What follows belongs to an exercise in optimizing a design on an open flow for small area, a short achievable clock period and few clock cycles per item; a production flow would make more cautious choices. Function was not checked in any run shown here: the RTL went through the layout flow alone. No activity file was given, so power comes from the tool's default toggle rates.

## design/flow/design.v

```verilog
`default_nettype none
package rmrs_pkg;
    localparam int RMRS_COLUMNS   = 16;
    localparam int RMRS_ROWS      = 8;
    localparam int RMRS_CHANNELS  = 48;
    localparam int RMRS_MSG_DEPTH = 64;
    localparam int NUM_COLORS = 3;
    localparam int MSG_BLOCK = 16;
    localparam logic [11:0] BRIGHT_RESET = 12'hFFF;
    localparam logic [2:0] CMD_WRITE_COL = 3'd0;
    localparam logic [2:0] CMD_LOAD_MSG  = 3'd1;
    localparam logic [2:0] CMD_SCROLL    = 3'd2;
    localparam logic [2:0] CMD_SCAN      = 3'd3;
    localparam logic [2:0] CMD_BLANK     = 3'd4;
    localparam logic [48*4-1:0] SLOT_COL = {
        4'd8, 4'd9, 4'd9, 4'd10, 4'd11, 4'd11, 4'd12, 4'd13,
        4'd13, 4'd14, 4'd15, 4'd15, 4'd7, 4'd7, 4'd6, 4'd5,
        4'd5, 4'd4, 4'd3, 4'd3, 4'd2, 4'd1, 4'd1, 4'd0,
        4'd0, 4'd0, 4'd1, 4'd2, 4'd2, 4'd3, 4'd4, 4'd4,
        4'd5, 4'd6, 4'd6, 4'd7, 4'd15, 4'd14, 4'd14, 4'd13,
        4'd12, 4'd12, 4'd11, 4'd10, 4'd10, 4'd9, 4'd8, 4'd8
    };
    localparam logic [48*2-1:0] SLOT_CLR = {
        2'd2, 2'd1, 2'd0, 2'd2, 2'd1, 2'd0, 2'd1, 2'd2,
        2'd0, 2'd1, 2'd2, 2'd0, 2'd0, 2'd2, 2'd1, 2'd0,
        2'd2, 2'd1, 2'd0, 2'd1, 2'd2, 2'd0, 2'd1, 2'd2,
        2'd1, 2'd0, 2'd2, 2'd1, 2'd0, 2'd2, 2'd2, 2'd0,
        2'd1, 2'd2, 2'd0, 2'd1, 2'd1, 2'd0, 2'd2, 2'd1,
        2'd0, 2'd2, 2'd2, 2'd0, 2'd1, 2'd2, 2'd0, 2'd1
    };
    typedef struct packed {
        logic [2:0] cmd;
        logic [1:0] color;
        logic [3:0] column;
        logic [7:0] msg_index;
        logic [7:0] value;
        logic [8:0] shift;
        logic [8:0] msg_len;
        logic [2:0] row;
    } t_req;
    typedef struct packed {
        logic [5:0]  channel;
        logic [11:0] level;
        logic [7:0]  row_select;
        logic        last;
    } t_res;
endpackage
`default_nettype wire
`default_nettype none
module rmrs_dp
#(
    parameter int MB = 16,
    parameter int NB  = 64 / MB,
    parameter int PW  = $clog2(MB),
    parameter int BW  = (NB > 1) ? $clog2(NB) : 1,
    parameter int NT  = MB / 16,
    parameter int TW  = (NT > 1) ? $clog2(NT) : 1
) (
    input  wire logic          i_clk,
    input  wire logic [3*NB-1:0] i_we,      
    input  wire logic [7:0]    i_wdata,
    input  wire logic [2:0][BW-1:0] i_rblk,
    input  wire logic [2:0][TW-1:0] i_rtap,
    output logic [2:0][7:0]    o_rdata
);
    logic [2:0][NB-1:0][MB-1:0][7:0] r_ring;
    always_ff @(posedge i_clk) begin
        for (int c = 0; c < 3; c++) begin
            for (int b = 0; b < NB; b++) begin
                if (i_we[c*NB+b]) begin
                    r_ring[c][b][0] <= i_wdata;
                end else begin
                    r_ring[c][b][0] <= r_ring[c][b][MB-1];
                end
                for (int k = 1; k < MB; k++) begin
                    r_ring[c][b][k] <= r_ring[c][b][k-1];
                end
            end
        end
    end
    always_comb begin
        for (int c = 0; c < 3; c++) begin
            o_rdata[c] = r_ring[c][(NB > 1) ? i_rblk[c] : '0][MB - 1 - 16 * ((NT > 1) ? 32'(i_rtap[c]) : 0)];
        end
    end
endmodule
`default_nettype wire
`default_nettype none
module rgb_matrix_row_scan_controller
#(
    parameter int COLUMNS   = rmrs_pkg::RMRS_COLUMNS,
    parameter int ROWS      = rmrs_pkg::RMRS_ROWS,
    parameter int CHANNELS  = rmrs_pkg::RMRS_CHANNELS,
    parameter int MSG_DEPTH = rmrs_pkg::RMRS_MSG_DEPTH
) (
    input  wire logic        i_clk,
    input  wire logic        i_rst_n,
    input  wire logic        start,
    input  rmrs_pkg::t_req             i_req,
    output logic             busy,
    input  wire logic        i_cfg_valid,
    output logic             o_cfg_ready,
    input  wire logic [11:0] i_cfg_data,
    output logic             o_res_strobe,
    output rmrs_pkg::t_res             o_res
);
    localparam int MB = rmrs_pkg::MSG_BLOCK;
    localparam int NB = 64 / MB;
    localparam int PW = $clog2(MB);
    localparam int BW = (NB > 1) ? $clog2(NB) : 1;
    localparam int NT = MB / 16;
    localparam int TW = (NT > 1) ? $clog2(NT) : 1;
    localparam logic [1:0] SC_IDLE  = 2'd0;
    localparam logic [1:0] SC_WAIT  = 2'd1;
    localparam logic [1:0] SC_SHIFT = 2'd2;
    assign o_cfg_ready = 1'b1;
    logic          r_busy;
    logic [PW-1:0] r_phase;         
    logic          r_clear;         
    logic          ph_last;         
    logic [11:0]   r_bright;
    logic          r_wb_v;
    logic          r_wb_msg;
    logic [1:0]    r_wb_color;
    logic [5:0]    r_wb_addr;
    logic [7:0]    r_wb_val;
    logic [2:0][1:0]    r_sc_st;
    logic [2:0][6:0]    r_sc_s;     
    logic [2:0][4:0]    r_sc_l;     
    logic [2:0][15:0][7:0] r_fr;
    logic [2:0][3:0]    r_cn;
    logic          r_pv;
    logic          r_pfilled;
    logic [3:0]    r_fcnt;
    logic [2:0]    r_prow;
    logic          r_pblank;
    logic [11:0]   r_pbright;
    logic [47:0]   r_pbits;
    logic [46:0]   r_asr;
    logic [11:0]   r_abright;
    logic [3:0]    r_arow;          
    logic          r_strobe;
    logic [5:0]    r_ch;
    logic [11:0]   r_level;
    logic [7:0]    r_rowsel;
    logic          r_last;
    logic       acc;
    logic       color_ok;
    logic [2:0] cmd;
    assign cmd      = i_req.cmd;
    assign acc      = start && !r_busy;    
    assign color_ok = (i_req.color != 2'd3);
    logic any_scroll;
    logic unfilled;
    assign any_scroll = (r_sc_st[0] != SC_IDLE) || (r_sc_st[1] != SC_IDLE) || (r_sc_st[2] != SC_IDLE);
    assign unfilled   = r_pv && !r_pfilled;
    logic rdy_wcol, rdy_load, rdy_scan, rdy_any, rdy_req;
    logic [2:0] rdy_scroll;
    assign rdy_wcol = !r_wb_v && !any_scroll && !unfilled;
    assign rdy_load = !r_wb_v && !any_scroll;
    assign rdy_scan = !r_pv;
    always_comb begin
        for (int c = 0; c < 3; c++) rdy_scroll[c] = (r_sc_st[c] == SC_IDLE) && !unfilled;
    end
    assign rdy_any = rdy_wcol && rdy_load && rdy_scan && rdy_scroll[0] && rdy_scroll[1] && rdy_scroll[2];
    always_comb begin
        rdy_req = 1'b1;
        if (color_ok) begin
            case (cmd)
                rmrs_pkg::CMD_WRITE_COL: rdy_req = rdy_wcol;
                rmrs_pkg::CMD_LOAD_MSG:  rdy_req = rdy_load;
                rmrs_pkg::CMD_SCROLL:    rdy_req = rdy_scroll[i_req.color];
                default: ;
            endcase
        end
        if (cmd == rmrs_pkg::CMD_SCAN || cmd == rmrs_pkg::CMD_BLANK) rdy_req = rdy_scan;
    end
    always_ff @(posedge i_clk) begin
        if (!i_rst_n) begin
            r_busy <= 1'b1;
        end else begin
            r_busy <= acc || r_clear || (start ? !rdy_req : !rdy_any);
        end
    end
    assign busy = r_busy;
    always_ff @(posedge i_clk) begin
        if (!i_rst_n) begin
            r_bright <= rmrs_pkg::BRIGHT_RESET;
        end else if (i_cfg_valid) begin
            r_bright <= i_cfg_data;
        end
    end
    always_ff @(posedge i_clk) begin
        if (!i_rst_n) begin
            r_phase   <= '0;
            r_clear   <= 1'b1;
        end else begin
            r_phase   <= r_phase + 1'b1;
            if (ph_last) r_clear <= 1'b0;
        end
    end
    assign ph_last = (r_phase[3:0] == 4'd15);
    logic [3*NB-1:0] r_mwe;
    logic [2:0]      col_hit;
    always_ff @(posedge i_clk) begin
        for (int c = 0; c < 3; c++) begin
            for (int b = 0; b < NB; b++) begin
                if (!i_rst_n) r_mwe[c*NB+b] <= 1'b0;
                else          r_mwe[c*NB+b] <= r_wb_v && r_wb_msg && (r_wb_color == 2'(c)) &&
                                               (32'(r_wb_addr) / MB == b) &&
                                               (r_wb_addr[PW-1:0] == PW'(r_phase + 1'b1));
            end
            if (!i_rst_n) col_hit[c] <= 1'b0;
            else          col_hit[c] <= r_wb_v && !r_wb_msg && (r_wb_color == 2'(c)) &&
                                        (r_wb_addr[3:0] == 4'(r_cn[c] + 1'b1));
        end
    end
    logic wb_set;
    assign wb_set = acc && color_ok && (cmd == rmrs_pkg::CMD_WRITE_COL ||
                    (cmd == rmrs_pkg::CMD_LOAD_MSG && i_req.msg_index[7:6] == 2'd0));
    always_ff @(posedge i_clk) begin
        if (!i_rst_n) begin
            r_wb_v <= 1'b0;
        end else if (wb_set) begin
            r_wb_v <= 1'b1;
        end else if ((|r_mwe) || (|col_hit)) begin
            r_wb_v <= 1'b0;
        end
    end
    always_ff @(posedge i_clk) begin
        if (!r_wb_v) begin
            r_wb_msg   <= cmd[0];
            r_wb_color <= i_req.color;
            r_wb_addr  <= cmd[0] ? i_req.msg_index[5:0] : {2'b00, i_req.column};
            r_wb_val   <= i_req.value;
        end
    end
    logic [2:0][BW-1:0] rblk;
    logic [2:0][TW-1:0] rtap;
    logic [2:0][7:0]    rdata;
    logic [2:0][5:0]    sc_idx;
    always_comb begin
        for (int c = 0; c < 3; c++) begin
            sc_idx[c] = {2'(r_sc_s[c][5:4] + 2'(sc_sum[c][4]) - 2'd1), sc_sum[c][3:0]};
            rblk[c]   = (NB > 1) ? BW'(sc_idx[c] >> PW) : '0;
            rtap[c]   = (NT > 1) ? TW'(PW'(PW'(sc_idx[c]) - r_phase) >> 4) : '0;
        end
    end
    rmrs_dp #(.MB(MB)) u_dp (
        .i_clk    (i_clk),
        .i_we     (r_mwe),
        .i_wdata  (r_wb_val),
        .i_rblk   (rblk),
        .i_rtap   (rtap),
        .o_rdata  (rdata)
    );
    logic [2:0]          sc_go;
    logic [2:0]          sc_valid;
    logic [2:0][3:0]     sc_j0;
    logic [2:0][4:0]     sc_sum;
    logic [6:0]          in_l;
    logic [9:0]          in_rem;
    logic [4:0]          in_hi;
    assign in_l   = (i_req.msg_len[8:6] != 3'd0) ? 7'd80 : 7'(i_req.msg_len[5:0]) + 7'd16;
    assign in_rem = 10'(in_l) - 10'(i_req.shift);
    assign in_hi  = in_rem[9] ? 5'd0 : (in_rem > 10'd16) ? 5'd16 : 5'(in_rem);
    always_comb begin
        for (int c = 0; c < 3; c++) begin
            sc_j0[c]    = 4'(r_phase + 1'b1) - 4'(r_sc_s[c]);
            sc_go[c]    = (r_sc_st[c] == SC_WAIT) && !r_wb_v && ph_last;
            sc_sum[c]   = 5'(r_sc_s[c][3:0]) + 5'(r_cn[c]);
            sc_valid[c] = (sc_sum[c][4] || r_sc_s[c][6]) && (5'(r_cn[c]) < r_sc_l[c]);
        end
    end
    always_ff @(posedge i_clk) begin
        for (int c = 0; c < 3; c++) begin
            if (!i_rst_n) begin
                r_sc_st[c] <= SC_IDLE;
            end else if (acc && cmd == rmrs_pkg::CMD_SCROLL && i_req.color == 2'(c)) begin
                r_sc_st[c] <= SC_WAIT;
            end else if (sc_go[c]) begin
                r_sc_st[c] <= SC_SHIFT;
            end else if (r_sc_st[c] == SC_SHIFT && ph_last) begin
                r_sc_st[c] <= SC_IDLE;
            end
        end
    end
    always_ff @(posedge i_clk) begin
        for (int c = 0; c < 3; c++) begin
            if (r_sc_st[c] == SC_IDLE) begin
                r_sc_s[c] <= {(i_req.shift[8:4] != 5'd0), i_req.shift[5:0]};
                r_sc_l[c] <= in_hi;
            end
        end
    end
    logic [2:0][7:0] fin;
    always_comb begin
        for (int c = 0; c < 3; c++) begin
            if (r_sc_st[c] == SC_SHIFT)  fin[c] = sc_valid[c] ? rdata[c] : 8'd0;
            else if (col_hit[c])         fin[c] = r_wb_val;
            else if (r_clear)            fin[c] = 8'd0;
            else                         fin[c] = r_fr[c][15];
        end
    end
    always_ff @(posedge i_clk) begin
        for (int c = 0; c < 3; c++) begin
            r_fr[c][0] <= fin[c];
            for (int k = 1; k < 16; k++) r_fr[c][k] <= r_fr[c][k-1];
        end
    end
    always_ff @(posedge i_clk) begin
        for (int c = 0; c < 3; c++) begin
            if (!i_rst_n)      r_cn[c] <= 4'd0;
            else if (sc_go[c]) r_cn[c] <= sc_j0[c];
            else               r_cn[c] <= r_cn[c] + 1'b1;
        end
    end
    logic fill;
    logic [2:0] tbit;
    assign fill = unfilled && !any_scroll && !(r_wb_v && !r_wb_msg) && !r_clear;
    always_comb begin
        for (int c = 0; c < 3; c++) tbit[c] = r_fr[c][15][3'd7 - r_prow];
    end
    logic run_start;
    assign run_start = r_pv && r_pfilled && (!r_strobe || r_last);
    always_ff @(posedge i_clk) begin
        if (!i_rst_n) begin
            r_pv      <= 1'b0;
            r_pfilled <= 1'b0;
            r_fcnt    <= '0;
        end else begin
            if (acc && (cmd == rmrs_pkg::CMD_SCAN || cmd == rmrs_pkg::CMD_BLANK)) begin
                r_pv      <= 1'b1;
                r_pfilled <= (cmd == rmrs_pkg::CMD_BLANK);
            end else if (run_start) begin
                r_pv <= 1'b0;
            end else if (fill && r_fcnt == 4'd15) begin
                r_pfilled <= 1'b1;
            end
            if (fill) r_fcnt <= r_fcnt + 1'b1;
        end
    end
    always_ff @(posedge i_clk) begin
        if (!r_pv) begin
            r_prow    <= i_req.row;
            r_pblank  <= (cmd == rmrs_pkg::CMD_BLANK);
            r_pbright <= (cmd == rmrs_pkg::CMD_BLANK) ? 12'd0 :
                         (i_cfg_valid ? i_cfg_data : r_bright);
        end
    end
    always_ff @(posedge i_clk) begin
        for (int ch = 0; ch < 48; ch++) begin
            if (fill && r_cn[rmrs_pkg::SLOT_CLR[ch*2 +: 2]] == rmrs_pkg::SLOT_COL[ch*4 +: 4]) begin
                r_pbits[ch] <= tbit[rmrs_pkg::SLOT_CLR[ch*2 +: 2]];
            end
        end
    end
    always_ff @(posedge i_clk) begin
        if (!i_rst_n) begin
            r_strobe <= 1'b0;
        end else if (run_start) begin
            r_strobe <= 1'b1;
        end else if (r_last) begin
            r_strobe <= 1'b0;
        end
    end
    always_ff @(posedge i_clk) begin
        if (run_start) begin
            r_ch      <= 6'd0;
            r_last    <= 1'b0;
            r_level   <= r_pbits[0] ? r_pbright : 12'd0;
            r_arow    <= {r_pblank, r_prow};
            r_asr     <= r_pbits[47:1];
            r_abright <= r_pbright;
        end else begin
            r_ch      <= r_ch + 1'b1;
            r_last    <= (r_ch == 6'd46);
            r_level   <= r_asr[0] ? r_abright : 12'd0;
            r_asr     <= {1'b0, r_asr[46:1]};
        end
    end
    assign o_res_strobe      = r_strobe;
    assign o_res.channel     = r_ch;
    assign o_res.level       = r_level;
    logic [3:0] nrow;
    assign nrow = run_start ? {r_pblank, r_prow} : r_arow;
    always_ff @(posedge i_clk) begin
        r_rowsel <= nrow[3] ? 8'd0 : (8'd1 << nrow[2:0]);
    end
    assign o_res.row_select  = r_rowsel;
    assign o_res.last        = r_last;
endmodule
`default_nettype wire
```

## design/flow/run.sh

```bash
#!/bin/bash
# synth_recipe.tcl (not shown) runs the flow's synth.tcl, then flattens the netlist and writes it again
# the make line also repeats each setting of config.mk as NAME=value (left out here)
make -C /OpenROAD-flow-scripts/flow DESIGN_CONFIG=/design/flow/config.mk WORK_HOME=/design/flow/orfs CLKGATE_MAP_FILE= SYNTH_SCRIPT=/design/flow/synth_recipe.tcl finish
```

## design/flow/config.mk

```make
export PLATFORM = sky130hd
export DESIGN_NAME = rgb_matrix_row_scan_controller
export DESIGN_NICKNAME = rgb_matrix_row_scan_controller
export VERILOG_FILES = /design/flow/design.v
export SDC_FILE = /design/flow/constraint.sdc
export NUM_CORES = 4
export LEC_CHECK = 0
export CAP_MARGIN = 20
export CORE_MARGIN = 2
export CORE_UTILIZATION = 70
export CTS_BUF_LIST = sky130_fd_sc_hd__clkbuf_16
export CTS_CLUSTER_DIAMETER = 100
export CTS_CLUSTER_SIZE = 24
export SETUP_SLACK_MARGIN = 4.5
export SLEW_MARGIN = 20
export SYNTH_MEMORY_MAX_BITS = 16384
```

## design/flow/constraint.sdc

```tcl
create_clock -name core_clock -period 7.0 [get_ports {i_clk}]
set_input_delay 1.4000 -clock core_clock [delete_from_list [all_inputs] [get_ports {i_clk}]]
set_output_delay 1.4000 -clock core_clock [all_outputs]
set_load 0.01 [all_outputs]
```

==> results of run 1 <==
worst max-delay path, stage by stage:
cell and delay (ps):
buf_6 100, nor3_4 220, nand2_1 80, ha_2 200, fa_2 360, nand2b_4 160, a211oi_4 310, o22ai_2 110
xnor2_1 150, a211oi_2 270
synthesized netlist by cell type (4+ instances only):
library cell     n  area [um2]
a211oi_1         8        60.1
a21o_1           6        45.0
a21oi_1         19        95.1
a22oi_1         23         173
a31oi_1          5        31.3
and2_1           9        56.3
and3_1          17         106
and4_1          12         105
buf_1            7        26.3
buf_2            9        45.0
clkbuf_1        49         184
dfxtp_1       2057       41200
edfxtp_1       129        3870
fa_1             4        80.1
ha_1            54         676
inv_1           66         248
mux2_2         155        1750
mux2i_1         16         160
mux4_2          30         676
nand2_1         54         203
nand2b_1        12        75.1
nand3_1         24         120
nand4_1          7        43.8
nor2_1          83         312
nor2b_1         10        62.6
nor3_1          19        95.1
nor3b_1         18         135
nor4_1           7        43.8
nor4b_1         13         114
o211a_1          4        40.0
o21a_1           8        60.1
o21ai_0         16        80.1
o31a_1           4        35.0
o32ai_1         25         219
xnor2_1         23         201
xor2_1          20         175
kinds of logic (layout without fill, tap and decap cells):
| family | count (synthesis) | after routing |
|---|---|---|
| buf+inv | 133 | 323 |
| fa+ha+maj | 58 | 58 |
| other cells | 1 | 1 |
| mux | 201 | 201 |
| flops | 2186 | 2186 |
| compound gates | 131 | 131 |
| xor+xnor | 46 | 46 |
| simple gates | 293 | 295 |
worst min-delay path by stage:
stage / startpoint / endpoint / slack, ps
2_1_floorplan: r_fr[92]$_DFF_P_ / r_fr[100]$_DFF_P_ / 310
3_3_place_gp: u_dp.r_ring[314]$_DFF_P_ / u_dp.r_ring[322]$_DFF_P_ / 310
3_5_place_dp: r_fr[114]$_DFF_P_ / r_fr[122]$_DFF_P_ / 310
4_1_cts: u_dp.r_ring[221]$_DFF_P_ / u_dp.r_ring[229]$_DFF_P_ / 300
5_1_grt: r_fr[113]$_DFF_P_ / r_fr[121]$_DFF_P_ / 300
6_report: r_fr[113]$_DFF_P_ / r_fr[121]$_DFF_P_ / 310
timing repair:
action	4_1_cts	5_1_grt
gates resized for setup	226	59
pin swaps	23	14
setup buffers	27	4
gates cloned	2	1
setup endpoints to repair	130	143
where the power goes:
| part | total, mW | internal, mW | switching, mW | leakage, nW |
|---|---|---|---|---|
| registers | 12.7 | 12.6 | 0.0741 | 18.0 |
| clock network | 6.35 | 2.66 | 3.69 | 1.41 |
| logic | 0.455 | 0.238 | 0.217 | 3.44 |
| total | 19.5 | 15.5 | 3.98 | 22.8 |
per-layer routing:
metal / part of all wire [%] / up-vias / track usage (%)
li1: - / 10301 / -
met3: 4.1 / 147 / 3.94
met4: 2.2 / 2 / 6.43
met1: 44 / 10774 / 32.3
met5: 0.014 / - / 0
met2: 50 / 478 / 39.1
sequential cells by signal (all words and copies together), names as in the netlist, 15 cells and up:
name and cells:
u_dp.r_ring 1536, r_fr 384, r_pbits 48, r_asr 47, r_sc_s 21, r_sc_l 15
layout make-up:
cell class                 instances  area share, %
clock buffer                     102           4.44
clock inverter                    22          0.403
inverter                          66          0.438
multi-input combinational        732           11.9
sequential                      2186           78.5
tap                              959           2.09
timing repair buffer             132           2.17
timing repair inverter             1        0.00871
per-stage QoR:
| step | util [%] | std cells | instance area [um2] | setup WS (ps) |
|---|---|---|---|---|
| after detailed placement | 73.6 | 4041 | 53900 | 2980 |
| after global placement | 73.6 | 4041 | 53900 | 3020 |
| final | 78.5 | 4200 | 57400 | 4120 |
| after global routing | 78.5 | 4200 | 57400 | 4050 |
| after CTS | 78.0 | 4194 | 57100 | 4170 |
| after floorplan | - | 3049 | 51900 | 3700 |
==> impl_metrics.csv, run 1 <==
group,metric,value,unit
cts,hold_buffers,0,
cts,clock_sinks,2186,
cts,clk_pin_slew,90,ps
floorplanning,die_height,276,um
global_routing,grt_max_degree,53,
sta,grt_setup_unrepaired,"yes",
synth,synth_fa_ha_area_share,1.46,%
final_layout,multi_input_area,6850,um2
sta,period_needed,2880,ps
global_routing,grt_usage,23.5,%
final_layout,drive_gt1_share,15.2,%
critical_path,crit_arrival,3360,ps
critical_path,start_kind,"input port",
detailed_routing,wl,92100,um
global_routing,antenna_found_initial,2,
final_layout,fillers,3705,
critical_path,r2r-end,"r_fr[262]$_DFF_P_",
synth,syn_inst,3049,
critical_path,r2r-start,"r_sc_s[15]$_DFFE_PN_",
synth,synth_seq_cells,2186,
detailed_routing,num_vias,21702,
synth,synthMuxAreaShare,4.98,%
placement,dp_hpwl,49200,um
critical_path,cp.required,7480,ps
run_status,status,"no timing/DRC/antenna violations",
worst_hold_path,hp-class,"reg -> reg",
sta,fin_hold_ws,305,ps
sta,setup_viol_count_final,0,
critical_path,path_class,"in -> reg",
synth,synth-compound-area-share,1.83,%
global_routing,grt_overflow_total,0,
sta,finalHoldViolations,0,
sta,period_share,41.1,%
detailed_routing,ant_nets,0,
global_routing,grt_pass1_wl,135000,um
synth,synthesis.nets,3169,
synth,synth_xor_xnor_area_share,0.857,%
floorplanning,num_rows,99,
synth,async_reset_ff_share,0,%
final_layout,regArea,45100,um2
critical_path,r2r_slack,4410,ps
power,power.total,19.5,mW
final_layout,final_common_cell,"dfxtp_1",
sta,slew_headroom,18.4,%
synth,synth_top_family_by_area,"multiplexers",
synth,avgSynthCellArea,17.0,um2
floorplanning,io_pins,92,
synth,ys_types,52,
cts,clockBufferDepth,3,
cts,cts-buffers-inserted,101,
floorplanning,dieArea,76300,um2
sta,finClkSkew,42.2,ps
cts,cts_htree_levels,3,
critical_path,path_max_fanout,4,
sta,drv_slew,0,
critical_path,critPathLaunch,"i_req[10]",
synth,synth_flop_cell,"dfxtp_1",
synth,yosys_warnings,2,
floorplanning,start_util,70.8,%
critical_path,rr_worst_depth,10,
detailed_routing,first_iter_violations,1488,
final_layout,area_growth,10.8,%
detailed_routing,drc_errors,0,
synth,yosys.area_share.simple,2.99,%
power,irDropWorstVdd,0.287,mV
detailed_routing,firstDrtPassIters,6,
floorplanning,die_w,276,um
synth,synth_edf_count,129,
critical_path,cp-end-kind,"flip-flop",
power,p_per_area,339,nW/um2
detailed_routing,wl_per_cell,21.9,um
placement,routabilityCongestion,0.828,
placement,port_buffers,90,
critical_path,crit_end,"r_sc_l[4]$_DFFE_PN_",
detailed_routing,vias_per_cell,5.17,
floorplanning,core-area,73200,um2
sta,final.setup.tns,0,ps
final_layout,n_antenna_cell,0,
worst_hold_path,hold_depth,0,
sta,max_freq,347,MHz
cts,cts_root_buffer,"clkbuf_16",
power,p_leak,22.8,nW
cts,tritoncts,"done",
final_layout,fin_nets,3340,
cts,insertion_delay,700,ps
run,maxCapViolCount,0,
sta,tightest_slew,1220,ps
synth,synth_area,51900,um2
final_layout,final_cell_mix,"2030 x dfxtp_1, 155 x mux2_2, 129 x edfxtp_1",
synth,ys_seq_area_share,86.9,%
global_routing,grt_pass1_vias,22911,
==> inputs of run 2 (changes only) <==
--- a/design/flow/config.mk
+++ b/design/flow/config.mk
@@ -9,8 +9,8 @@
 export CORE_MARGIN = 2
 export CORE_UTILIZATION = 70
 export CTS_BUF_LIST = sky130_fd_sc_hd__clkbuf_16
-export CTS_CLUSTER_DIAMETER = 100
-export CTS_CLUSTER_SIZE = 24
+export CTS_CLUSTER_DIAMETER = 90
+export CTS_CLUSTER_SIZE = 27
 export SETUP_SLACK_MARGIN = 4.5
 export SLEW_MARGIN = 20
 export SYNTH_MEMORY_MAX_BITS = 16384
==> impl_metrics.csv, run 2 <==
group,metric,value,unit
floorplanning,die_height,276,um
placement,dp_hpwl,49200,um
global_routing,grt_pass1_wl,130000,um
sta,period_needed,2900,ps
sta,finClkSkew,46.0,ps
floorplanning,core-area,73200,um2
global_routing,grt_usage,22.5,%
final_layout,final_cell_mix,"2032 x dfxtp_1, 155 x mux2_2, 129 x edfxtp_1",
sta,max_freq,345,MHz
power,sw_frac_of_total,20.0,%
power,p_seq_share,66.4,%
synth,synth_flop_cell,"dfxtp_1",
global_routing,grt_max_degree,53,
cts,cts_htree_levels,3,
power,clockPowerShare,31.2,%
sta,setup_viol_count_final,0,
cts,clock_sinks,2186,
power,p_int,15.3,mW
cts,insertion_delay,690,ps
detailed_routing,vias_per_cell,5.12,
critical_path,crit_family,"simple AND/OR/NAND/NOR gates",
detailed_routing,first_iter_violations,1585,
detailed_routing,num_vias,21432,
synth,synth_xor_xnor_area_share,0.857,%
synth,synth.area.top_cells,"dfxtp_1 79%, edfxtp_1 7.5%, mux2_2 3.4%",
global_routing,grt_overflow_total,0,
final_layout,fin_nets,3326,
critical_path,crit_chain,"buf_6 > nor3_4 > nand2_1 > ha_2 > fa_2 > nand2b_4 > a211oi_4 > buf_4 > nor2_2 > o22ai_4 > nor3_2",
sta,drv_slew,0,
power,p_switching,3.82,mW
detailed_routing,met1_length,39600,um
sta,fin_hold_ws,295,ps
sta,finalHoldViolations,0,
sta,final.setup.tns,0,ps
detailed_routing,maxUsedRoutingLayer,"met5",
cts,cts_root_buffer,"clkbuf_16",
synth,synth_seq_cells,2186,
sta,grt_setup_unrepaired,"yes",
synth,synth_edf_count,129,
run_status,status,"no timing/DRC/antenna violations",
sta,tightest_slew,1150,ps
detailed_routing,firstDrtPassIters,5,
final_layout,drive_gt1_share,14.5,%
worst_hold_path,hp-class,"reg -> reg",
synth,synthMuxAreaShare,4.98,%
synth,synth_area,51900,um2
detailed_routing,drc_errors,0,
power,p_leak,22.7,nW
synth,syn_inst,3049,
final_layout,area_growth,10.0,%
critical_path,cp-end-kind,"flip-flop",
synth,ys_seq_area_share,86.9,%
synth,async_reset_ff_share,0,%
cts,cts-buffers-inserted,92,
synth,yosys_warnings,2,
detailed_routing,wl_met2,40000,um
detailed_routing,wl_per_cell,20.2,um
synth,avgSynthCellArea,17.0,um2
final_layout,largest_reg_flops,1536,
critical_path,crit_arrival,3300,ps
synth,netlist_top_cells_count,"2057 x dfxtp_1, 155 x mux2_2, 129 x edfxtp_1",
synth,ys_types,52,
floorplanning,dieArea,76300,um2
final_layout,top_regs,"u_dp.r_ring x1536, r_fr x384, r_pbits x48",
floorplanning,num_rows,99,
sta,period_share,41.4,%
critical_path,path_class,"in -> reg",
critical_path,start_kind,"input port",
cts,tritoncts,"done",
synth,yosys.area_share.simple,2.99,%
final_layout,fillers,3790,
global_routing,antenna_found_initial,2,
critical_path,critical_path.max_stage_delay,340,ps
detailed_routing,wl,84600,um
synth,synth_fa_ha_area_share,1.46,%
final_layout,final_common_cell,"dfxtp_1",
cts,clockBufferDepth,3,
synth,yosysTopAreaCellShare,79.4,%
placement,port_buffers,90,
synth,synthesis.nets,3169,
synth,synth-compound-area-share,1.83,%
detailed_routing,dr_wl_met3,3190,um
global_routing,grt_pass1_vias,22280,
placement,routabilityCongestion,0.828,
critical_path,cpMaxStageDelayCell,"fa_2",
power,irDropWorstVdd,0.274,mV
floorplanning,start_util,70.8,%
critical_path,path_max_fanout,4,
final_layout,top_register,"u_dp.r_ring",
sta,slew_headroom,23.0,%
critical_path,cp.required,7400,ps
synth,synth_top_family_by_area,"multiplexers",
floorplanning,io_pins,92,
power,p_comb_share,2.3,%
power,power.total,19.1,mW
detailed_routing,ant_nets,0,
synth,synth.most_common_cell,"dfxtp_1",
run,maxCapViolCount,0,
critical_path,critPathBufInv,2,
floorplanning,die_w,276,um
synth,synth_top_cell_by_area,"dfxtp_1",
power,p_per_area,334,nW/um2
cts,clk_pin_slew,100,ps
-- run 2: changes by cell type in the layout (fill, tap and decap cells not counted), sizes merged --
| cell | change |
|---|---|
| buf | -5 |
| clkbuf | -10 |
| clkdlybuf4s50 | -5 |
| clkinv | -3 |
| diode | +1 |
| dlygate4sd2 | +3 |
| dlymetal6s2s | +2 |
| inv | +2 |
-- run 2: worst register-to-register path, cell delays in order (launching register included) --
cell and delay (ps):
dfxtp_1 720, ha_1 370, o21a_1 140, nor2_4 180, ha_4 300, mux4_2 590
inv_2 80, o32ai_2 70
-- run 2: power groups by stage --
stage | logic, mW | clock network [mW] | registers [mW]
floorplan | 0.209 | 0 | 12.9
global placement | 0.335 | 0 | 13.0
detailed placement | 0.346 | 0 | 13.0
CTS | 0.420 | 6.07 | 12.7
global route | 0.480 | 6.49 | 12.7
finish | 0.444 | 5.96 | 12.7
-- run 2: area by class of cell --
cell class | count | area (um2) | area share [%]
antenna | 1 | 2.50 | 0.00439
clock buffer | 92 | 2300 | 4.04
clock inverter | 21 | 218 | 0.382
inverter | 66 | 251 | 0.441
multi-input combinational | 732 | 6790 | 11.9
sequential | 2186 | 45100 | 79.1
tap | 959 | 1200 | 2.10
timing repair buffer | 127 | 1170 | 2.05
timing repair inverter | 1 | 5.00 | 0.00877
-- run 2: worst paths after layout --
check                      startpoint             endpoint  slack, ps  depth (start not counted)
hold reg to reg      r_fr[69]$_DFF_P_     r_fr[77]$_DFF_P_        290                          0
setup reg to reg  r_cn[11]$_SDFF_PN0_    r_fr[262]$_DFF_P_       4410                          7
hold / removal       r_fr[69]$_DFF_P_     r_fr[77]$_DFF_P_        290                          0
setup / recovery             i_req[9]  r_sc_l[1]$_DFFE_PN_       4100                         11
-- run 2: timing repair --
action,4_1_cts,5_1_grt
buffers inserted,22,5
pin swaps,21,23
endpoints found under the setup margin,132,89
gates resized for setup,222,57
gates cloned,2,1
hold buffers,0,0
-- run 2: per-stage QoR --
| stage | setup WS [ps] | cells | util (%) | instance area [um2] |
|---|---|---|---|---|
| floorplan | 3700 | 3049 | - | 51900 |
| global placement | 3020 | 4041 | 73.6 | 53900 |
| detailed placement | 2980 | 4041 | 73.6 | 53900 |
| CTS | 4170 | 4178 | 77.5 | 56800 |
| global route | 4040 | 4184 | 77.9 | 57000 |
| finish | 4100 | 4185 | 77.9 | 57000 |
-- run 2: routing by layer --
metal,GRT usage [%],up-vias
li1,-,10275
met1,32.1,10606
met2,36.6,441
met3,3.15,106
met4,6.17,4
met5,0,-
-- run 2: logic make-up after synthesis --
| logic type | count (synthesis) |
|---|---|
| DFF | 2186 |
| muxes | 201 |
| adders and majority gates | 58 |
| and+or+nand+nor | 293 |
| AOI/OAI and AO/OA | 131 |
| buffers and inverters | 133 |
| xor gates and xnor gates | 46 |
| other | 1 |
==> inputs of run 3 (changes only) <==
--- a/design/flow/design.v
+++ b/design/flow/design.v
@@ -125,8 +125,8 @@
     logic [5:0]    r_wb_addr;
     logic [7:0]    r_wb_val;
     logic [2:0][1:0]    r_sc_st;
-    logic [2:0][6:0]    r_sc_s;     
-    logic [2:0][4:0]    r_sc_l;     
+    logic [2:0][8:0]    r_sc_s;     
+    logic [2:0][6:0]    r_sc_l;     
     logic [2:0][15:0][7:0] r_fr;
     logic [2:0][3:0]    r_cn;
     logic          r_pv;
@@ -241,7 +241,7 @@
     logic [2:0][5:0]    sc_idx;
     always_comb begin
         for (int c = 0; c < 3; c++) begin
-            sc_idx[c] = {2'(r_sc_s[c][5:4] + 2'(sc_sum[c][4]) - 2'd1), sc_sum[c][3:0]};
+            sc_idx[c] = {sc_hi[c][1:0], r_phase[3:0]};
             rblk[c]   = (NB > 1) ? BW'(sc_idx[c] >> PW) : '0;
             rtap[c]   = (NT > 1) ? TW'(PW'(PW'(sc_idx[c]) - r_phase) >> 4) : '0;
         end
@@ -257,19 +257,17 @@
     logic [2:0]          sc_go;
     logic [2:0]          sc_valid;
     logic [2:0][3:0]     sc_j0;
-    logic [2:0][4:0]     sc_sum;
-    logic [6:0]          in_l;
-    logic [9:0]          in_rem;
-    logic [4:0]          in_hi;
-    assign in_l   = (i_req.msg_len[8:6] != 3'd0) ? 7'd80 : 7'(i_req.msg_len[5:0]) + 7'd16;
-    assign in_rem = 10'(in_l) - 10'(i_req.shift);
-    assign in_hi  = in_rem[9] ? 5'd0 : (in_rem > 10'd16) ? 5'd16 : 5'(in_rem);
+    logic [2:0]          sc_low;
+    logic [2:0][4:0]     sc_hi;
     always_comb begin
         for (int c = 0; c < 3; c++) begin
             sc_j0[c]    = 4'(r_phase + 1'b1) - 4'(r_sc_s[c]);
             sc_go[c]    = (r_sc_st[c] == SC_WAIT) && !r_wb_v && ph_last;
-            sc_sum[c]   = 5'(r_sc_s[c][3:0]) + 5'(r_cn[c]);
-            sc_valid[c] = (sc_sum[c][4] || r_sc_s[c][6]) && (5'(r_cn[c]) < r_sc_l[c]);
+            sc_low[c]   = (r_phase[3:0] >= r_sc_s[c][3:0]);
+            sc_hi[c]    = r_sc_s[c][8:4] - 5'(sc_low[c]);
+            sc_valid[c] = !(sc_low[c] && r_sc_s[c][8:4] == 5'd0) &&
+                          ((sc_hi[c] < 5'(r_sc_l[c][6:4])) ||
+                           ((sc_hi[c] == 5'(r_sc_l[c][6:4])) && (r_phase[3:0] < r_sc_l[c][3:0])));
         end
     end
     always_ff @(posedge i_clk) begin
@@ -288,8 +286,8 @@
     always_ff @(posedge i_clk) begin
         for (int c = 0; c < 3; c++) begin
             if (r_sc_st[c] == SC_IDLE) begin
-                r_sc_s[c] <= {(i_req.shift[8:4] != 5'd0), i_req.shift[5:0]};
-                r_sc_l[c] <= in_hi;
+                r_sc_s[c] <= i_req.shift;
+                r_sc_l[c] <= (i_req.msg_len[8:6] != 3'd0) ? 7'd64 : 7'(i_req.msg_len[5:0]);
             end
         end
     end
--- a/design/flow/config.mk
+++ b/design/flow/config.mk
@@ -9,8 +9,8 @@
 export CORE_MARGIN = 2
 export CORE_UTILIZATION = 70
 export CTS_BUF_LIST = sky130_fd_sc_hd__clkbuf_16
-export CTS_CLUSTER_DIAMETER = 90
-export CTS_CLUSTER_SIZE = 27
+export CTS_CLUSTER_DIAMETER = 100
+export CTS_CLUSTER_SIZE = 24
 export SETUP_SLACK_MARGIN = 4.5
 export SLEW_MARGIN = 20
 export SYNTH_MEMORY_MAX_BITS = 16384
==> impl_metrics.csv, run 3 <==
group,metric,value,unit
run_status,status,"no timing/DRC/antenna violations",
placement,dp.cells,4062,
sta,period_needed,3130,ps
sta,grt_setup_unrepaired,"yes",
sta,drv_slew,0,
critical_path,cp-end-kind,"flip-flop",
synth,syn_inst,3064,
placement,port_buffers,90,
floorplanning,core-area,74200,um2
cts,cts_htree_levels,3,
detailed_routing,num_vias,21325,
global_routing,antenna_found_initial,1,
synth,synthesis.nets,3190,
sta,tightest_slew,1250,ps
worst_hold_path,hp-class,"reg -> reg",
detailed_routing,firstDrtPassIters,5,
synth,synth_flop_cell,"dfxtp_1",
sta,slew_headroom,16.6,%
global_routing,grt_overflow_total,0,
synth,synth_top_cell_by_area,"dfxtp_1",
final_layout,final_cell_mix,"2036 x dfxtp_1, 151 x mux2_2, 141 x edfxtp_1",
global_routing,grt_pass1_vias,22143,
floorplanning,dieArea,76900,um2
final_layout,drive_gt1_share,14.2,%
final_layout,top_register,"u_dp.r_ring",
final_layout,final_area,57800,um2
critical_path,path_max_fanout,3,
detailed_routing,drc_errors,0,
floorplanning,start_util,70.4,%
floorplanning,die_height,277,um
floorplanning,io_pins,92,
cts,cts-buffers-inserted,101,
run,maxCapViolCount,0,
final_layout,fin_nets,3359,
floorplanning,die_w,277,um
synth,avgSynthCellArea,17.1,um2
power,power.total,19.4,mW
sta,finalHoldViolations,0,
synth,netlist_top_cells_count,"2057 x dfxtp_1, 151 x mux2_2, 141 x edfxtp_1",
final_layout,final_common_cell,"dfxtp_1",
synth,async_reset_ff_share,0,%
critical_path,crit_path_frequent_cell,"ha_4",
synth,synth_edf_count,141,
cts,clockBufferDepth,3,
synth,ys_seq_area_share,86.9,%
critical_path,start_kind,"flip-flop",
synth,synth.most_common_cell,"dfxtp_1",
critical_path,crit_chain,"inv_6 > ha_4 > nand2b_4 > a211oi_4 > o21bai_4 > ha_4 > ha_4 > xor2_2 > ha_4 > nand4b_1 > o2bb2ai_2 > a21oi_2 > a2111oi_4 > buf_4 > o2bb2ai_4",
detailed_routing,first_iter_violations,1416,
cts,hold_buffers,0,
cts,clock_sinks,2198,
final_layout,final_cells,4225,
critical_path,path_class,"reg -> reg",
sta,period_share,44.8,%
power,p_leak,23.1,nW
sta,setup_viol_count_final,0,
critical_path,crit_arrival,3730,ps
sta,final.setup.tns,0,ps
global_routing,grt_pass1_wl,129000,um
critical_path,critical_path.max_stage_delay,380,ps
detailed_routing,vias_per_cell,5.05,
cts,tritoncts,"done",
critical_path,cp.required,7600,ps
synth,synth_seq_cells,2198,
final_layout,top_regs,"u_dp.r_ring x1536, r_fr x384, r_pbits x48",
critical_path,r2r_slack,3870,ps
critical_path,cpMaxStageDelayCell,"dfxtp_4",
cts,insertion_delay,680,ps
detailed_routing,ant_nets,0,
synth,yosysTopAreaCellShare,78.8,%
synth,synth.area.top_cells,"dfxtp_1 79%, edfxtp_1 8.1%, mux2_2 3.3%",
sta,max_freq,319,MHz
synth,synth_area,52300,um2
power,irDropWorstVdd,0.260,mV
detailed_routing,wl_per_cell,19.8,um
power,p_per_area,336,nW/um2
floorplanning,num_rows,100,
detailed_routing,wl,83600,um
global_routing,grt_max_degree,86,
cts,cts_root_buffer,"clkbuf_16",
global_routing,grt_usage,22.1,%
placement,dp_hpwl,49400,um
placement,placed_cell_area,54400,um2
final_layout,area_growth,10.6,%
placement,routabilityCongestion,0.881,
synth,ys_types,59,
final_layout,largest_reg_flops,1536,
final_layout,n_antenna_cell,0,
cts,clk_pin_slew,110,ps
synth,yosys_warnings,2,
sta,finClkSkew,24.6,ps
-- run 3: what timing repair did --
| item | CTS | global route |
|---|---|---|
| gates resized for setup | 184 | 33 |
| cloned | 1 | 0 |
| setup endpoints to repair | 124 | 115 |
| buffers inserted | 28 | 8 |
| pin swaps | 32 | 9 |
-- run 3: path summary, 6_finish.rpt --
check / from / end / depth (start not counted)
min reg2reg: u_dp.r_ring[1]$_DFF_P_ / u_dp.r_ring[9]$_DFF_P_ / 0
max: r_phase[0]$_SDFF_PN0_ / r_fr[259]$_DFF_P_ / 15
min: u_dp.r_ring[1]$_DFF_P_ / u_dp.r_ring[9]$_DFF_P_ / 0
max reg2reg: r_phase[0]$_SDFF_PN0_ / r_fr[259]$_DFF_P_ / 15
-- run 3: power by group --
group	internal [mW]	switching (mW)	total [mW]	leakage, nW
Clock	2.62	3.56	6.18	1.40
Combinational	0.245	0.229	0.474	3.59
Sequential	12.7	0.0732	12.7	18.1
Total	15.5	3.86	19.4	23.1
-- run 3: worst max-delay path, delay by kind of cell, from the launching register on --
| kind | cells | cell delay, ps |
|---|---|---|
| AOI/OAI and AO/OA | 6 | 1040 |
| adders and majority gates | 4 | 850 |
| DFF | 1 | 380 |
| and+or+nand+nor | 2 | 350 |
| buffers and inverters | 2 | 260 |
| xor gates and xnor gates | 1 | 150 |
-- run 3: stage by stage --
stage | utilization (%) | setup slack (ps) | hold WS [ps]
3_5_place_dp | 73.3 | 3290 | 312
5_1_grt | 77.9 | 3750 | 315
2_1_floorplan | - | 4050 | 310
4_1_cts | 77.6 | 3900 | 306
6_report | 77.9 | 3870 | 315
3_3_place_gp | 73.3 | 3380 | 310
-- run 3: layer usage --
metal  GRT usage [%]  part of all wire [%]  up-vias
met5               0                     0        -
met4            7.36                   3.0        0
met3            3.32                   3.8      165
met2            35.1                    46      470
met1            31.7                    47    10387
li1                -                     -    10303
-- run 3: cell type report --
| cell class | count | area [um2] |
|---|---|---|
| flip-flops and latches | 2198 | 45400 |
| fillers | 3903 | 16400 |
| multi-input cells | 738 | 6920 |
| clock buffers | 101 | 2530 |
| repair buffers | 131 | 1240 |
| well taps | 969 | 1210 |
| inverters | 63 | 249 |
| clock inverters | 25 | 188 |
-- run 3: kinds of logic after synthesis --
kind of cell | synth area share [%]
mux | 4.89
xor+xnor | 0.749
buf+inv | 0.965
simple gates | 3.05
compound gates | 1.88
other cells | 0.00717
flops | 86.9
fa+ha+maj | 1.58
==> inputs of run 4 (changes only) <==
--- a/design/flow/config.mk
+++ b/design/flow/config.mk
@@ -9,8 +9,8 @@
 export CORE_MARGIN = 2
 export CORE_UTILIZATION = 70
 export CTS_BUF_LIST = sky130_fd_sc_hd__clkbuf_16
-export CTS_CLUSTER_DIAMETER = 100
-export CTS_CLUSTER_SIZE = 24
+export CTS_CLUSTER_DIAMETER = 90
+export CTS_CLUSTER_SIZE = 27
 export SETUP_SLACK_MARGIN = 4.5
 export SLEW_MARGIN = 20
 export SYNTH_MEMORY_MAX_BITS = 16384
==> impl_metrics.csv, run 4 <==
group,metric,value,unit
run_status,status,"no timing/DRC/antenna violations",
worst_hold_path,hold_depth,0,
floorplanning,start_util,70.4,%
worst_hold_path,holdPathEnd,"u_dp.r_ring[945]$_DFF_P_",
global_routing,grt_max_degree,86,
synth,yosys.area_share.simple,3.05,%
power,p_leak,22.9,nW
cts,cts_htree_levels,3,
synth,synth_seq_cells,2198,
final_layout,final_common_cell,"dfxtp_1",
floorplanning,core-area,74200,um2
final_layout,final_cell_mix,"2037 x dfxtp_1, 151 x mux2_2, 141 x edfxtp_1",
synth,ys_seq_area_share,86.9,%
sta,period_needed,3160,ps
global_routing,grt_pass1_vias,21792,
sta,period_share,45.2,%
final_layout,largest_reg_flops,1536,
sta,final.setup.tns,0,ps
final_layout,n_antenna_cell,0,
sta,tightest_slew,1170,ps
critical_path,path_class,"reg -> reg",
synth,synthMuxAreaShare,4.89,%
final_layout,top_register,"u_dp.r_ring",
critical_path,r2r-start,"r_sc_s[18]$_DFFE_PN_",
synth,ys_types,59,
synth,synth.most_common_cell,"dfxtp_1",
cts,tritoncts,"done",
critical_path,r2r_slack,3840,ps
cts,clockBufferDepth,3,
detailed_routing,num_vias,21045,
placement,routabilityCongestion,0.881,
critical_path,crit_path_frequent_cell,"ha_4",
critical_path,path_max_fanout,5,
run,maxCapViolCount,0,
detailed_routing,drc_errors,0,
critical_path,start_kind,"flip-flop",
worst_hold_path,hp-class,"reg -> reg",
sta,setup_viol_count_final,0,
detailed_routing,wl_per_cell,19.7,um
sta,finClkSkew,33.9,ps
sta,finalHoldViolations,0,
floorplanning,die_height,277,um
synth,async_reset_ff_share,0,%
cts,clock_sinks,2198,
synth,synth_top_family_by_area,"multiplexers",
synth,synth_top_cell_by_area,"dfxtp_1",
detailed_routing,vias_per_cell,4.99,
critical_path,cp.required,7600,ps
synth,synth_fa_ha_area_share,1.58,%
sta,grt_setup_unrepaired,"yes",
cts,insertion_delay,670,ps
detailed_routing,firstDrtPassIters,6,
critical_path,critical_path.max_stage_delay,450,ps
synth,synth-compound-area-share,1.88,%
placement,dp_hpwl,49400,um
placement,dp.cells,4062,
critical_path,cp-end-kind,"flip-flop",
worst_hold_path,hold_start,"u_dp.r_ring[937]$_DFF_P_",
power,irDropWorstVdd,0.260,mV
critical_path,crit_arrival,3770,ps
synth,synthesis.nets,3190,
synth,yosys_warnings,2,
final_layout,final_cells,4214,
critical_path,cpMaxStageDelayCell,"edfxtp_1",
synth,syn_inst,3064,
final_layout,top_regs,"u_dp.r_ring x1536, r_fr x384, r_pbits x48",
final_layout,drive_gt1_share,13.8,%
synth,synth_flop_cell,"dfxtp_1",
synth,synth.area.top_cells,"dfxtp_1 79%, edfxtp_1 8.1%, mux2_2 3.3%",
detailed_routing,wl,82900,um
synth,yosysTopAreaCellShare,78.8,%
detailed_routing,ant_nets,0,
sta,slew_headroom,22.3,%
floorplanning,num_rows,100,
detailed_routing,first_iter_violations,1529,
global_routing,grt_usage,21.8,%
cts,cts-buffers-inserted,91,
sta,max_freq,316,MHz
sta,drv_slew,0,
global_routing,grt_overflow_total,0,
critical_path,r2r-end,"r_fr[260]$_DFF_P_",
synth,synth_area,52300,um2
floorplanning,die_w,277,um
synth,synth_edf_count,141,
final_layout,area_growth,9.90,%
critical_path,rr_worst_depth,14,
floorplanning,io_pins,92,
synth,avgSynthCellArea,17.1,um2
final_layout,fin_nets,3351,
power,p_per_area,333,nW/um2
cts,cts_root_buffer,"clkbuf_16",
critical_path,crit_chain,"ha_4 > nand2b_4 > a211oi_4 > o21bai_2 > ha_2 > ha_4 > xor2_2 > ha_1 > nand4b_1 > o2bb2ai_2 > a21oi_2 > a2111oi_4 > buf_6 > o2bb2ai_1",
placement,port_buffers,90,
global_routing,antenna_found_initial,3,
floorplanning,dieArea,76900,um2
synth,synth_xor_xnor_area_share,0.749,%
synth,netlist_top_cells_count,"2057 x dfxtp_1, 151 x mux2_2, 141 x edfxtp_1",
cts,clk_pin_slew,100,ps
global_routing,grt_pass1_wl,128000,um
## run 4: where the power goes
part           switching, mW  internal (mW)  total, mW  leakage [nW]
logic                  0.224          0.243      0.467          3.59
registers             0.0734           12.7       12.8          18.1
clock network           3.51           2.40       5.91          1.26
## run 4: worst max-delay path by stage
stage | start | end | slack [ps] | depth (start not counted)
after floorplan | r_sc_s[0]$_DFFE_PN_ | r_fr[0]$_DFF_P_ | 4050 | 14
after global placement | i_req[43] | r_pfilled$_SDFFE_PN0P_ | 3380 | 4
after detailed placement | i_req[43] | r_pfilled$_SDFFE_PN0P_ | 3290 | 4
after CTS | r_sc_s[18]$_DFFE_PN_ | r_fr[263]$_DFF_P_ | 3880 | 14
after global routing | r_sc_s[18]$_DFFE_PN_ | r_fr[261]$_DFF_P_ | 3680 | 14
final | r_sc_s[18]$_DFFE_PN_ | r_fr[260]$_DFF_P_ | 3840 | 14
## run 4: cell families after synthesis
logic type	after synthesis
simple gates	297
flops	2198
fa+ha+maj	64
mux	199
compound gates	134
buf+inv	128
xor+xnor	43
other cells	1
## run 4: repair_timing
| item | 4_1_cts | 5_1_grt |
|---|---|---|
| setup endpoints to repair | 125 | 116 |
| endpoints found under the hold margin | 0 | 0 |
| resized for setup | 174 | 32 |
| setup buffers | 35 | 3 |
| pin swaps | 33 | 19 |
| hold buffers | 0 | 0 |
| cloned | 1 | 0 |
## run 4: layout make-up
class	count	area, um2
fill	3959	16800
clock inverter	21	158
timing repair buffer	133	1250
sequential	2198	45400
clock buffer	92	2300
inverter	63	249
multi-input combinational	738	6830
tap	969	1210
## run 4: per-stage QoR
step	total power [mW]	area, um2	setup WS, ps	utilization (%)	hold WS [ps]
finish	19.1	57400	3840	77.4	319
global route	19.7	57400	3680	77.4	322
floorplan	13.3	52500	4050	-	310
CTS	19.2	57300	3880	77.2	307
global placement	13.4	54400	3380	73.3	310
detailed placement	13.4	54400	3290	73.3	312
## run 4: critical path, delay by kind of cell (launching register included)
family                   cells  cell delay (ps)
AO/OA/AOI/OAI                6              990
XOR/XNOR                     1              140
adder cells (fa/ha/maj)      4             1010
buffers and inverters        1              190
flip-flops                   1              450
AND/OR/NAND/NOR              2              340
## run 4: per-layer routing
layer | up-vias | global-route usage [%] | routed length (um)
met5 | - | 0 | 11
li1 | 10263 | - | -
met1 | 10265 | 31.9 | 39900
met3 | 105 | 3.12 | 3370
met2 | 410 | 34.8 | 38300
met4 | 2 | 5.55 | 1420
==> inputs of run 5 (changes only) <==
--- a/design/flow/design.v
+++ b/design/flow/design.v
@@ -241,7 +241,7 @@
     logic [2:0][5:0]    sc_idx;
     always_comb begin
         for (int c = 0; c < 3; c++) begin
-            sc_idx[c] = {sc_hi[c][1:0], r_phase[3:0]};
+            sc_idx[c] = {sc_low[c] ? sc_hm1[c] : r_sc_s[c][5:4], r_phase[3:0]};
             rblk[c]   = (NB > 1) ? BW'(sc_idx[c] >> PW) : '0;
             rtap[c]   = (NT > 1) ? TW'(PW'(PW'(sc_idx[c]) - r_phase) >> 4) : '0;
         end
@@ -258,16 +258,23 @@
     logic [2:0]          sc_valid;
     logic [2:0][3:0]     sc_j0;
     logic [2:0]          sc_low;
-    logic [2:0][4:0]     sc_hi;
+    logic [2:0]          sc_vlow;       
+    logic [2:0]          sc_vhigh;      
+    logic [2:0][1:0]     sc_hm1;
+    logic [2:0]          sc_klt;
     always_comb begin
         for (int c = 0; c < 3; c++) begin
-            sc_j0[c]    = 4'(r_phase + 1'b1) - 4'(r_sc_s[c]);
+            sc_j0[c]    = 4'd0 - r_sc_s[c][3:0];
             sc_go[c]    = (r_sc_st[c] == SC_WAIT) && !r_wb_v && ph_last;
+            sc_hm1[c]   = r_sc_s[c][5:4] - 2'd1;
             sc_low[c]   = (r_phase[3:0] >= r_sc_s[c][3:0]);
-            sc_hi[c]    = r_sc_s[c][8:4] - 5'(sc_low[c]);
-            sc_valid[c] = !(sc_low[c] && r_sc_s[c][8:4] == 5'd0) &&
-                          ((sc_hi[c] < 5'(r_sc_l[c][6:4])) ||
-                           ((sc_hi[c] == 5'(r_sc_l[c][6:4])) && (r_phase[3:0] < r_sc_l[c][3:0])));
+            sc_klt[c]   = (r_phase[3:0] < r_sc_l[c][3:0]);
+            sc_vlow[c]  = (r_sc_s[c][8:4] != 5'd0) &&
+                          ((r_sc_s[c][8:4] <= 5'(r_sc_l[c][6:4])) ||
+                           ((r_sc_s[c][8:4] == 5'(r_sc_l[c][6:4]) + 5'd1) && sc_klt[c]));
+            sc_vhigh[c] = (r_sc_s[c][8:4] < 5'(r_sc_l[c][6:4])) ||
+                          ((r_sc_s[c][8:4] == 5'(r_sc_l[c][6:4])) && sc_klt[c]);
+            sc_valid[c] = sc_low[c] ? sc_vlow[c] : sc_vhigh[c];
         end
     end
     always_ff @(posedge i_clk) begin
==> impl_metrics.csv, run 5 <==
group,metric,value,unit
final_layout,top_register,"u_dp.r_ring",
synth,synth_area,53200,um2
floorplanning,num_rows,101,
critical_path,start_kind,"flip-flop",
global_routing,grt_pass1_vias,22994,
critical_path,rr_worst_depth,6,
critical_path,crit_arrival,1160,ps
global_routing,grt_max_degree,86,
global_routing,grt_pass1_wl,132000,um
critical_path,r2r_slack,4480,ps
final_layout,final_common_cell,"dfxtp_1",
synth,synth_edf_count,141,
final_layout,largest_reg_flops,1536,
detailed_routing,wl_met2,39900,um
run,maxCapViolCount,0,
detailed_routing,met1_length,41000,um
synth,ys_types,60,
placement,routabilityCongestion,0.844,
floorplanning,core-area,75600,um2
synth,avgSynthCellArea,16.7,um2
synth,yosys_warnings,2,
floorplanning,dieArea,78300,um2
final_layout,area_growth,9.39,%
synth,synth_xor_xnor_area_share,0.773,%
cts,tritoncts,"done",
synth,synth_fa_ha_area_share,1.29,%
synth,synth-compound-area-share,2.03,%
detailed_routing,wl,87300,um
cts,clock_sinks,2198,
synth,synth.area.top_cells,"dfxtp_1 77%, edfxtp_1 8.0%, mux2_2 3.2%",
cts,cts_htree_levels,3,
floorplanning,die_w,280,um
global_routing,grt_overflow_total,0,
sta,finalHoldViolations,0,
worst_hold_path,hold_depth,0,
worst_hold_path,hold_start,"u_dp.r_ring[289]$_DFF_P_",
detailed_routing,maxUsedRoutingLayer,"met5",
detailed_routing,drc_errors,0,
final_layout,regArea,45400,um2
global_routing,grt_usage,22.4,%
final_layout,final_cell_mix,"2039 x dfxtp_1, 149 x mux2_2, 141 x edfxtp_1",
synth,yosysTopAreaCellShare,77.4,%
synth,synth_top_family_by_area,"multiplexers",
cts,clockBufferDepth,3,
critical_path,path_class,"reg -> out",
final_layout,top_regs,"u_dp.r_ring x1536, r_fr x384, r_pbits x48",
placement,port_buffers,90,
sta,final.setup.tns,0,ps
sta,setup_ws,4440,ps
critical_path,cp-end-kind,"output pin",
placement,place_ws,3240,ps
final_layout,n_antenna_cell,0,
synth,netlist_top_cells_count,"2057 x dfxtp_1, 149 x mux2_2, 141 x edfxtp_1",
final_layout,fin_nets,3450,
power,p_leak,23.1,nW
critical_path,critPathBufInv,1,
critical_path,crit_family,"flip-flops",
critical_path,r2r-start,"r_phase[3]$_SDFF_PN0_",
floorplanning,die_height,280,um
run_status,status,"no timing/DRC/antenna violations",
sta,grt_setup_unrepaired,"yes",
detailed_routing,vias_per_cell,5.16,
final_layout,fillers,4228,
final_layout,final_area,58200,um2
detailed_routing,wl_per_cell,20.1,um
final_layout,multi_input_area,7560,um2
sta,max_freq,390,MHz
placement,dp_hpwl,52800,um
cts,clk_pin_slew,120,ps
synth,synth_seq_cells,2198,
synth,synthesis.nets,3303,
floorplanning,start_util,70.4,%
detailed_routing,dr_wl_met3,4050,um
detailed_routing,num_vias,22353,
critical_path,critical_path.max_stage_delay,370,ps
cts,cts-buffers-inserted,91,
synth,synthMuxAreaShare,6.23,%
sta,tightest_slew,1220,ps
critical_path,r2r-end,"r_fr[6]$_DFF_P_",
cts,insertion_delay,700,ps
critical_path,path_max_fanout,2,
synth,synth_top_cell_by_area,"dfxtp_1",
worst_hold_path,holdPathEnd,"u_dp.r_ring[297]$_DFF_P_",
detailed_routing,firstDrtPassIters,11,
worst_hold_path,hp-class,"reg -> reg",
cts,cts_root_buffer,"clkbuf_16",
synth,synth.most_common_cell,"dfxtp_1",
critical_path,crit_chain,"buf_6",
power,p_per_area,330,nW/um2
detailed_routing,first_iter_violations,1409,
sta,slew_headroom,18.9,%
final_layout,drive_gt1_share,12.6,%
critical_path,cp.required,5600,ps
synth,yosys.area_share.simple,3.28,%
synth,ys_seq_area_share,85.3,%
synth,syn_inst,3186,
detailed_routing,ant_nets,0,
sta,drv_slew,0,
sta,period_share,36.6,%
sta,finClkSkew,45.5,ps
power,irDropWorstVdd,0.282,mV
critical_path,cpMaxStageDelayCell,"dfxtp_2",
sta,setup_viol_count_final,0,
global_routing,antenna_found_initial,4,
synth,synth_flop_cell,"dfxtp_1",
placement,placed_cell_area,55100,um2
floorplanning,io_pins,92,
synth,async_reset_ff_share,0,%
critical_path,cp.depth,1,
sta,period_needed,2560,ps
## run 5: cell count changes after synthesis, sizes merged, moves of 11 or more
| cell | delta |
|---|---|
| o32ai | +21 |
| and2 | -11 |
| mux2i | +85 |
| nor4 | +25 |
| a21oi | -11 |
| o2bb2ai | -27 |
## run 5: per-layer routing
metal  vias up  GRT usage [%]
met5         -              0
met4         6           6.84
met3       161           3.43
met2       438           35.9
met1     10962           32.0
li1      10786              -
## run 5: through the flow
| stage | hold WS [ps] | power [mW] | instances | utilization (%) |
|---|---|---|---|---|
| after global placement | 310 | 13.4 | 4183 | 72.9 |
| after global routing | 297 | 19.8 | 4335 | 77.0 |
| after floorplan | 310 | 13.2 | 3186 | - |
| final | 301 | 19.2 | 4335 | 77.0 |
| after detailed placement | 312 | 13.4 | 4183 | 72.9 |
| after CTS | 293 | 19.3 | 4323 | 76.6 |
## run 5: kinds of logic (layout without fill, tap and decap cells)
group,after synthesis,after routing
DFF,2198,2198
and+or+nand+nor,326,326
muxes,279,279
buffers and inverters,143,314
AOI/OAI and AO/OA,137,137
adders and majority gates,55,55
xor gates and xnor gates,47,47
other,1,1
## run 5: how the worst max path moves through the flow
stage / from / to / slack [ps]
floorplan: r_sc_s[23]$_DFFE_PN_ / r_fr[256]$_DFF_P_ / 4520
global placement: i_req[43] / r_pfilled$_SDFFE_PN0P_ / 3250
detailed placement: i_req[43] / r_pfilled$_SDFFE_PN0P_ / 3240
CTS: r_busy$_SDFF_PN1_ / busy / 4390
global route: r_phase[3]$_SDFF_PN0_ / r_fr[6]$_DFF_P_ / 4320
finish: r_busy$_SDFF_PN1_ / busy / 4440
## run 5: report_power, final
| part | switching [mW] | total [mW] | internal (mW) |
|---|---|---|---|
| logic | 0.234 | 0.464 | 0.230 |
| clock network | 3.54 | 5.99 | 2.46 |
| registers | 0.0746 | 12.8 | 12.7 |
## run 5: cell type report
| cell class | count | share of cell area, % |
|---|---|---|
| inverter | 66 | 0.445 |
| clock buffer | 94 | 4.04 |
| timing repair buffer | 131 | 2.06 |
| multi-input combinational | 845 | 13.0 |
| clock inverter | 23 | 0.314 |
| sequential | 2198 | 78.1 |
| tap | 978 | 2.10 |
## run 5: what timing repair did
action / 4_1_cts / 5_1_grt
setup endpoints to repair: 107 / 88
hold buffers: 0 / 0
gates resized for setup: 173 / 37
endpoints found under the hold margin: 0 / 0
pin swaps: 5 / 4
setup buffers: 23 / 12
==> inputs of run 6 (changes only) <==
--- a/design/flow/config.mk
+++ b/design/flow/config.mk
@@ -11,6 +11,6 @@
 export CTS_BUF_LIST = sky130_fd_sc_hd__clkbuf_16
 export CTS_CLUSTER_DIAMETER = 90
 export CTS_CLUSTER_SIZE = 27
-export SETUP_SLACK_MARGIN = 4.5
+export SETUP_SLACK_MARGIN = 4.35
 export SLEW_MARGIN = 20
 export SYNTH_MEMORY_MAX_BITS = 16384
==> impl_metrics.csv, run 6 <==
group,metric,value,unit
run_status,status,"no timing/DRC/antenna violations",
floorplanning,num_rows,101,
floorplanning,start_util,70.4,%
synth,synth_area,53200,um2
critical_path,critical_path.max_stage_delay,320,ps
placement,dp.cells,4188,
critical_path,crit_family,"flip-flops",
detailed_routing,wl,87000,um
critical_path,cp.required,5600,ps
synth,syn_inst,3186,
global_routing,antenna_found_initial,0,
final_layout,final_cells,4330,
floorplanning,dieArea,78300,um2
synth,async_reset_ff_share,0,%
cts,cts_root_buffer,"clkbuf_16",
placement,dp_hpwl,54000,um
sta,setup_viol_count_final,0,
sta,period_share,37.1,%
sta,period_needed,2600,ps
sta,finalHoldViolations,0,
floorplanning,die_height,280,um
cts,cts-buffers-inserted,91,
critical_path,path_class,"reg -> out",
cts,clk_pin_slew,100,ps
detailed_routing,ant_nets,0,
sta,grt_setup_unrepaired,"no",
synth,avgSynthCellArea,16.7,um2
critical_path,rr_worst_depth,7,
detailed_routing,firstDrtPassIters,5,
synth,ys_types,60,
floorplanning,io_pins,92,
synth,synth_top_cell_by_area,"dfxtp_1",
critical_path,r2r-end,"r_fr[262]$_DFF_P_",
detailed_routing,wl_per_cell,20.1,um
sta,max_freq,385,MHz
synth,synthesis.nets,3303,
synth,synth.area.top_cells,"dfxtp_1 77%, edfxtp_1 8.0%, mux2_2 3.2%",
sta,final.setup.tns,0,ps
cts,hold_buffers,0,
placement,routabilityCongestion,0.852,
sta,drv_slew,0,
global_routing,grt_overflow_total,0,
cts,clockBufferDepth,3,
synth,synth_flop_cell,"dfxtp_1",
critical_path,path_max_fanout,1,
final_layout,fin_util,76.6,%
power,irDropWorstVdd,0.257,mV
final_layout,top_regs,"u_dp.r_ring x1536, r_fr x384, r_pbits x48",
sta,finClkSkew,29.0,ps
cts,cts_htree_levels,3,
power,p_leak,23.1,nW
placement,port_buffers,90,
global_routing,grt_pass1_vias,22752,
final_layout,drive_gt1_share,11.9,%
final_layout,top_register,"u_dp.r_ring",
detailed_routing,first_iter_violations,1483,
global_routing,grt_max_degree,85,
final_layout,area_growth,8.69,%
synth,synth.most_common_cell,"dfxtp_1",
cts,clock_sinks,2198,
global_routing,grt_usage,22.3,%
final_layout,largest_reg_flops,1536,
sta,slew_headroom,34.1,%
sta,tightest_slew,981,ps
detailed_routing,num_vias,22300,
synth,synth_edf_count,141,
critical_path,crit_chain,"clkdlybuf4s15_2",
global_routing,grt_pass1_wl,132000,um
synth,yosysTopAreaCellShare,77.4,%
cts,insertion_delay,680,ps
final_layout,final_cell_mix,"2038 x dfxtp_1, 149 x mux2_2, 141 x edfxtp_1",
worst_hold_path,hold_depth,0,
synth,ys_seq_area_share,85.3,%
final_layout,final_common_cell,"dfxtp_1",
synth,yosys_warnings,2,
detailed_routing,vias_per_cell,5.15,
floorplanning,core-area,75600,um2
final_layout,fin_nets,3443,
final_layout,final_area,57900,um2
critical_path,cp-end-kind,"output pin",
critical_path,crit_arrival,1200,ps
critical_path,r2r-start,"r_sc_s[18]$_DFFE_PN_",
power,p_per_area,331,nW/um2
placement,placed_cell_area,55100,um2
detailed_routing,drc_errors,0,
synth,netlist_top_cells_count,"2057 x dfxtp_1, 149 x mux2_2, 141 x edfxtp_1",
worst_hold_path,holdPathEnd,"r_fr[212]$_DFF_P_",
synth,synth_seq_cells,2198,
run,maxCapViolCount,0,
worst_hold_path,hold_start,"r_fr[204]$_DFF_P_",
critical_path,cpMaxStageDelayCell,"dfxtp_1",
floorplanning,die_w,280,um
cts,tritoncts,"done",
critical_path,start_kind,"flip-flop",
critical_path,r2r_slack,4460,ps
final_layout,fillers,4238,
power,power.total,19.1,mW
critical_path,critPathBufInv,1,
worst_hold_path,hp-class,"reg -> reg",
## run 6: cell counts after synthesis
No cell type changed its count.
## run 6: final cells by class
type	instances	area [um2]	share of cell area, %
Antenna cell	1	2.50	0.00433
Clock buffer	93	2330	4.02
Clock inverter	25	183	0.316
Inverter	66	251	0.435
Multi-Input combinational cell	845	7370	12.7
Sequential cell	2198	45400	78.6
Tap cell	978	1220	2.12
Timing Repair Buffer	124	1040	1.81
## run 6: kinds of logic after synthesis
group | after synthesis | share of synthesized area, %
flops | 2198 | 85.3
simple gates | 326 | 3.28
mux | 279 | 6.23
fa+ha+maj | 55 | 1.29
compound gates | 137 | 2.03
other cells | 1 | 0.00705
xor+xnor | 47 | 0.773
buf+inv | 143 | 1.06
## run 6: power by group
| part | internal, mW | switching [mW] | leakage, nW | total [mW] |
|---|---|---|---|---|
| Clock | 2.43 | 3.52 | 1.29 | 5.95 |
| Combinational | 0.199 | 0.240 | 3.66 | 0.438 |
| Sequential | 12.7 | 0.0560 | 18.1 | 12.7 |
| Total | 15.3 | 3.81 | 23.1 | 19.1 |
## run 6: how the worst max path moves through the flow
stage                                start  cells past startpoint                      end  slack, ps
global placement                 i_req[43]                      6   r_pfilled$_SDFFE_PN0P_       3410
floorplan                        i_req[44]                      4  r_sc_st[1]$_SDFFE_PP0P_       4450
CTS                 r_rowsel[4]$_SDFF_PP0_                      1                 o_res[5]       4350
finish              r_rowsel[0]$_SDFF_PP0_                      1                 o_res[1]       4400
global route        r_rowsel[7]$_SDFF_PP0_                      1                 o_res[8]       4350
detailed placement               i_req[43]                      6   r_pfilled$_SDFFE_PN0P_       3370
## run 6: worst register-to-register path, cell delays in order, from the launching register on
cell       delay (ps)
edfxtp_1          440
ha_1              300
nand2b_4          120
a2111oi_4         110
buf_4             190
or4b_2            680
a31o_4            300
o41ai_2           330
## run 6: repair_timing
item                                    CTS  global route
buffers inserted                         15             8
hold endpoints to repair                  0             0
resized for setup                       125            32
cloned                                    0             0
endpoints found under the setup margin   78            43
pin swaps                                 4             3
## run 6: through the flow
stage	setup slack, ps	hold slack [ps]
floorplan	4450	310
global placement	3410	309
detailed placement	3370	312
CTS	4350	302
global route	4350	318
finish	4400	313
## run 6: per-layer routing
layer	part of all wire (%)	up-vias	global-route usage (%)
met4	3.0	0	7.46
li1	-	10758	-
met3	4.4	174	3.29
met2	45	448	35.4
met5	0	-	0
met1	47	10920	31.9

Check on run 6: ideal ports give 4.404 ns setup slack; a clkbuf_16 on the clock port and buf_2 on the inputs give 4.340 ns; moving port delays by the midpoint clock arrival (0.722 ns) as well gives 3.717 ns.
